From an optimization exercise on the open Yosys and OpenROAD flow, aimed at small area, a short achievable clock period and few clock cycles per item; shortcuts taken in it are not production practice.
RTL that was checked went through simulation tests only; none was proved equivalent to the original.

the reference run:
==> flow/design.v <==
package lmps_pkg;
  localparam int COLUMNS_DEF  = 8;
  localparam int CHANNELS_DEF = 15;
  localparam int PIXELS_DEF   = 5;
  localparam int OP_W       = 2;
  localparam int COORD_W    = 3;
  localparam int BYTE_W     = 8;
  localparam int DRIVE_W    = 15;
  localparam int IN_DATA_W  = 32;
  localparam int OUT_DATA_W = 24;
  localparam logic [3:0] TICK_LAST = 4'd15;
  localparam logic [OP_W-1:0] OP_TICK  = 2'd0;
  localparam logic [OP_W-1:0] OP_WRITE = 2'd1;
  localparam logic [OP_W-1:0] OP_CLEAR = 2'd2;
  localparam logic [OP_W-1:0] OP_NOP   = 2'd3;
  localparam logic [1:0] ACT_NONE  = 2'd0;
  localparam logic [1:0] ACT_SHIFT = 2'd1;
  localparam logic [1:0] ACT_RESET = 2'd2;
endpackage
module lmps_ram #(
  parameter int COLUMNS = 8,
  parameter int PIXELS  = 5,
  parameter int PW      = 15
) (
  input  logic                       clk,
  input  logic                       rst,
  input  logic                       we,
  input  logic [2:0]                 wcol,
  input  logic [2:0]                 wpix,
  input  logic [PW-1:0]              wdata,
  input  logic                       clr,
  input  logic [COLUMNS-1:0]         rsel,
  output logic [PIXELS*PW-1:0]       rdata,
  output logic [PIXELS-1:0]          rvalid
);
  logic [PW-1:0]     mem [COLUMNS][PIXELS];
  logic [PIXELS-1:0] vld [COLUMNS];
  always_ff @(posedge clk) begin
    for (int c = 0; c < COLUMNS; c++) begin
      for (int p = 0; p < PIXELS; p++) begin
        if (we && wcol == 3'(c) && wpix == 3'(p)) begin
          mem[c][p] <= wdata;
        end
      end
    end
  end
  always_ff @(posedge clk) begin
    for (int c = 0; c < COLUMNS; c++) begin
      for (int p = 0; p < PIXELS; p++) begin
        if (rst || clr) begin
          vld[c][p] <= 1'b0;
        end else if (we && wcol == 3'(c) && wpix == 3'(p)) begin
          vld[c][p] <= 1'b1;
        end
      end
    end
  end
  always_comb begin
    rdata  = '0;
    rvalid = '0;
    for (int c = 0; c < COLUMNS; c++) begin
      for (int p = 0; p < PIXELS; p++) begin
        rdata[p*PW +: PW] = rdata[p*PW +: PW] | (mem[c][p] & {PW{rsel[c]}});
      end
      rvalid = rvalid | (vld[c] & {PIXELS{rsel[c]}});
    end
  end
endmodule
module lmps_enc (
  input  logic [7:0] s,
  output logic [4:0] code
);
  logic lo;
  logic hi;
  assign lo   = (s[7:4] == 4'd0);
  assign hi   = (s[7:4] == 4'd1) && (s[3:0] <= 4'd13);
  assign code = hi ? {1'b1, s[3:0] + 4'd1} :
                lo ? {1'b0, s[3:0]} : 5'd0;
endmodule
module lmps_seq (
  input  logic [4:0] code,
  input  logic [3:0] t,
  output logic       on_hold,
  output logic       on_tick
);
  logic [3:0] w;
  logic       lt;
  logic       eq;
  assign w  = code[3:0];
  assign eq = (t == w);
  assign lt = (!t[3] && w[3]) || ((t[3] == w[3]) &&
              ((!t[2] && w[2]) || ((t[2] == w[2]) &&
              ((!t[1] && w[1]) || ((t[1] == w[1]) &&
              (!t[0] && w[0]))))));
  assign on_tick = code[4] ^ lt;
  assign on_hold = code[4] ^ (lt || eq);
endmodule
module led_matrix_pwm_scanner #(
  parameter int COLUMNS  = lmps_pkg::COLUMNS_DEF,
  parameter int CHANNELS = lmps_pkg::CHANNELS_DEF
) (
  input  logic                              clk,
  input  logic                              rst,
  input  logic                              s_tvalid,
  output logic                              s_tready,
  input  logic [lmps_pkg::IN_DATA_W-1:0]    s_tdata,
  input  logic [lmps_pkg::OP_W-1:0]         s_tuser,
  output logic                              m_tvalid,
  input  logic                              m_tready,
  output logic [lmps_pkg::OUT_DATA_W-1:0]   m_tdata
);
  localparam int PIXELS = lmps_pkg::PIXELS_DEF;
  localparam int PW     = 15;
  localparam int RW     = lmps_pkg::DRIVE_W + 2;
  logic              in_rdy;
  logic              cmd_v;
  logic              cmd_tick;
  logic [PW-1:0]     in_pix;
  logic [3:0]        tick_pos;
  logic [COLUMNS-1:0] col_oh;
  logic [PIXELS*PW-1:0] snap;
  logic [PIXELS-1:0] snap_vld;
  logic [RW-1:0]     out_d;
  logic              sk_v;
  logic [1:0]        sk_act;
  logic              exec;
  logic              is_tick;
  logic              reload;
  logic              do_write;
  logic              do_clear;
  logic [PIXELS*PW-1:0] col_data;
  logic [PIXELS-1:0] col_vld;
  logic [CHANNELS-1:0] drive;
  logic [1:0]        action;
  logic              cmd_v_nx;
  logic              sk_v_nx;
  assign s_tready = in_rdy;
  assign m_tdata  = {7'b0000000, out_d};
  assign exec     = cmd_v && !sk_v;
  assign is_tick  = exec && cmd_tick;
  assign reload   = is_tick && (tick_pos == lmps_pkg::TICK_LAST);
  assign do_write = s_tvalid && in_rdy && (s_tuser == lmps_pkg::OP_WRITE);
  assign do_clear = s_tvalid && in_rdy && (s_tuser == lmps_pkg::OP_CLEAR);
  lmps_enc u_enc_b (.s(s_tdata[21:14]), .code(in_pix[4:0]));
  lmps_enc u_enc_r (.s(s_tdata[13:6]),  .code(in_pix[9:5]));
  lmps_enc u_enc_g (.s(s_tdata[29:22]), .code(in_pix[14:10]));
  lmps_ram #(
    .COLUMNS (COLUMNS),
    .PIXELS  (PIXELS),
    .PW      (PW)
  ) u_frame (
    .clk    (clk),
    .rst    (rst),
    .we     (do_write),
    .wcol   (s_tdata[2:0]),
    .wpix   (s_tdata[5:3]),
    .wdata  (in_pix),
    .clr    (do_clear),
    .rsel   (col_oh),
    .rdata  (col_data),
    .rvalid (col_vld)
  );
  for (genvar k = 0; k < CHANNELS; k++) begin : g_drive
    logic [4:0] fc;
    logic       on_hold;
    logic       on_tick;
    assign fc = col_data[5*k +: 5];
    lmps_seq u_cmp (
      .code    (snap[5*k +: 5]),
      .t       (tick_pos),
      .on_hold (on_hold),
      .on_tick (on_tick)
    );
    assign drive[k] = reload  ? (col_vld[k/3] && !fc[4] && (fc[3:0] != 4'd0)) :
                      is_tick ? (snap_vld[k/3] && on_tick)
                              : (snap_vld[k/3] && on_hold);
  end
  assign action = !reload   ? lmps_pkg::ACT_NONE :
                  col_oh[COLUMNS-1] ? lmps_pkg::ACT_RESET : lmps_pkg::ACT_SHIFT;
  assign cmd_v_nx = in_rdy ? s_tvalid : (cmd_v && !exec);
  assign sk_v_nx  = (!m_tvalid || m_tready) ? 1'b0 : (sk_v || exec);
  always_ff @(posedge clk) begin
    if (rst) begin
      cmd_v  <= 1'b0;
      in_rdy <= 1'b1;
    end else begin
      cmd_v  <= cmd_v_nx;
      in_rdy <= !(cmd_v_nx && sk_v_nx);
    end
  end
  always_ff @(posedge clk) begin
    if (in_rdy) begin
      cmd_tick <= (s_tuser == lmps_pkg::OP_TICK);
    end
  end
  always_ff @(posedge clk) begin
    if (rst) begin
      tick_pos <= '0;
      col_oh   <= COLUMNS'(1);
      snap_vld <= '0;
    end else if (is_tick) begin
      tick_pos <= reload ? 4'd1 : tick_pos + 4'd1;
      if (reload) begin
        col_oh   <= {col_oh[COLUMNS-2:0], col_oh[COLUMNS-1]};
        snap_vld <= col_vld;
      end
    end
  end
  always_ff @(posedge clk) begin
    if (reload) begin
      snap <= col_data;
    end
  end
  always_ff @(posedge clk) begin
    if (rst) begin
      m_tvalid <= 1'b0;
      sk_v     <= 1'b0;
    end else begin
      m_tvalid <= (m_tvalid && !m_tready) || sk_v || exec;
      sk_v     <= sk_v_nx;
    end
  end
  always_ff @(posedge clk) begin
    if (!m_tvalid || m_tready) begin
      out_d <= {sk_v ? sk_act : action, drive};
    end
    if (exec) begin
      sk_act <= action;
    end
  end
endmodule
export LEC_CHECK = 0
export CAP_MARGIN = 20
export CORE_MARGIN = 2
export CORE_UTILIZATION = 65
export CTS_CLUSTER_DIAMETER = 100
export CTS_CLUSTER_SIZE = 30
export SETUP_SLACK_MARGIN = 4.5
export SLEW_MARGIN = 20
export TNS_END_PERCENT = 0
create_clock -name core_clock -period 7.0 [get_ports {clk}]
run.sh (not shown) runs the stock make flow with config.mk's settings and CLKGATE_MAP_FILE= SYNTH_SCRIPT=/design/flow/synth_recipe.tcl, a recipe that flattens the netlist after the stock synthesis.
The reference run finished every step from synthesis to the final layout, and the layout passed the timing, DRC and antenna checks.
Input-level comparison between the trial run and the reference run:
diff --git a/flow/design.v b/flow/design.v
--- a/flow/design.v
+++ b/flow/design.v
@@ -111,13 +111,16 @@
 );
   localparam int PIXELS = lmps_pkg::PIXELS_DEF;
   localparam int PW     = 15;
   localparam int RW     = lmps_pkg::DRIVE_W + 2;
   logic              in_rdy;
   logic              cmd_v;
-  logic              cmd_tick;
+  logic [1:0]        cmd_op;
+  logic [2:0]        cmd_col;
+  logic [2:0]        cmd_row;
+  logic [PW-1:0]     cmd_pix;
   logic [PW-1:0]     in_pix;
   logic [3:0]        tick_pos;
   logic [COLUMNS-1:0] col_oh;
   logic [PIXELS*PW-1:0] snap;
   logic [PIXELS-1:0] snap_vld;
   logic [RW-1:0]     out_d;
@@ -134,30 +137,30 @@
   logic [1:0]        action;
   logic              cmd_v_nx;
   logic              sk_v_nx;
   assign s_tready = in_rdy;
   assign m_tdata  = {7'b0000000, out_d};
   assign exec     = cmd_v && !sk_v;
-  assign is_tick  = exec && cmd_tick;
+  assign is_tick  = exec && (cmd_op == lmps_pkg::OP_TICK);
   assign reload   = is_tick && (tick_pos == lmps_pkg::TICK_LAST);
-  assign do_write = s_tvalid && in_rdy && (s_tuser == lmps_pkg::OP_WRITE);
-  assign do_clear = s_tvalid && in_rdy && (s_tuser == lmps_pkg::OP_CLEAR);
+  assign do_write = exec && (cmd_op == lmps_pkg::OP_WRITE);
+  assign do_clear = exec && (cmd_op == lmps_pkg::OP_CLEAR);
   lmps_enc u_enc_b (.s(s_tdata[21:14]), .code(in_pix[4:0]));
   lmps_enc u_enc_r (.s(s_tdata[13:6]),  .code(in_pix[9:5]));
   lmps_enc u_enc_g (.s(s_tdata[29:22]), .code(in_pix[14:10]));
   lmps_ram #(
     .COLUMNS (COLUMNS),
     .PIXELS  (PIXELS),
     .PW      (PW)
   ) u_frame (
     .clk    (clk),
     .rst    (rst),
     .we     (do_write),
-    .wcol   (s_tdata[2:0]),
-    .wpix   (s_tdata[5:3]),
-    .wdata  (in_pix),
+    .wcol   (cmd_col),
+    .wpix   (cmd_row),
+    .wdata  (cmd_pix),
     .clr    (do_clear),
     .rsel   (col_oh),
     .rdata  (col_data),
     .rvalid (col_vld)
   );
   for (genvar k = 0; k < CHANNELS; k++) begin : g_drive
@@ -187,13 +190,16 @@
       cmd_v  <= cmd_v_nx;
       in_rdy <= !(cmd_v_nx && sk_v_nx);
     end
   end
   always_ff @(posedge clk) begin
     if (in_rdy) begin
-      cmd_tick <= (s_tuser == lmps_pkg::OP_TICK);
+      cmd_op  <= s_tuser;
+      cmd_col <= s_tdata[2:0];
+      cmd_row <= s_tdata[5:3];
+      cmd_pix <= in_pix;
     end
   end
   always_ff @(posedge clk) begin
     if (rst) begin
       tick_pos <= '0;
       col_oh   <= COLUMNS'(1);
Notes after the runs:
Between the trial run and the reference run, minimum clock period is lower for the trial run, the reference run comes in above that.
[the trial run vs the reference run] layout-stage area growth over the synthesis result: lower in the trial run
Between the trial run and the reference run, it is the trial run whose detailed placer's ending HPWL is higher, by 4.1%.
The reference run → the trial run: adder-cell share of the synthesized area about even, inverter count saw a decrease, count of inserted antenna diode cells has decreased.
[the trial run] tightest slew margin relative to the limit rose 3.9 points relative to the reference run
Testbench counts of the trial run, summed over its fixed seeds: cycles 12,016, items 12,000.
No functional check of the RTL was part of the reference run.

[separate check: timing with driven ports]
How much do the figures lean on ideal ports? The routed layouts below were timed once more, with nothing changed but the port constraints.
Step 1: set_driving_cell puts a clkbuf_16 on clk and a buf_2 on each other input, an assumption about the parent block.
Step 2 times the ports against the registers' clock, not the clock port: input delays grow and output delays shrink by t, the midpoint of the rising clock arrivals with the driver on.
Slacks: ideal ports / drivers / drivers and shift; pairs: ideal ports / drivers.
run | t (ns) | setup slack, ns | latest minus earliest clock arrival (ns) | worst register clock-pin slew, ns | worst slew at a driven data input, ns
the reference run | 0.688 | 4.281 / 4.309 / 3.631 | 0.035 / 0.035 | 0.12 / 0.12 | 0.04
the trial run | 0.675 | 4.338 / 4.293 / 3.784 | 0.027 / 0.027 | 0.12 / 0.12 | 0.04
After both steps setup and hold are still met in every run listed. The setup slack of the reference run, which loses most, moves by +0.028 ns with the drivers and by -0.650 ns with both steps.
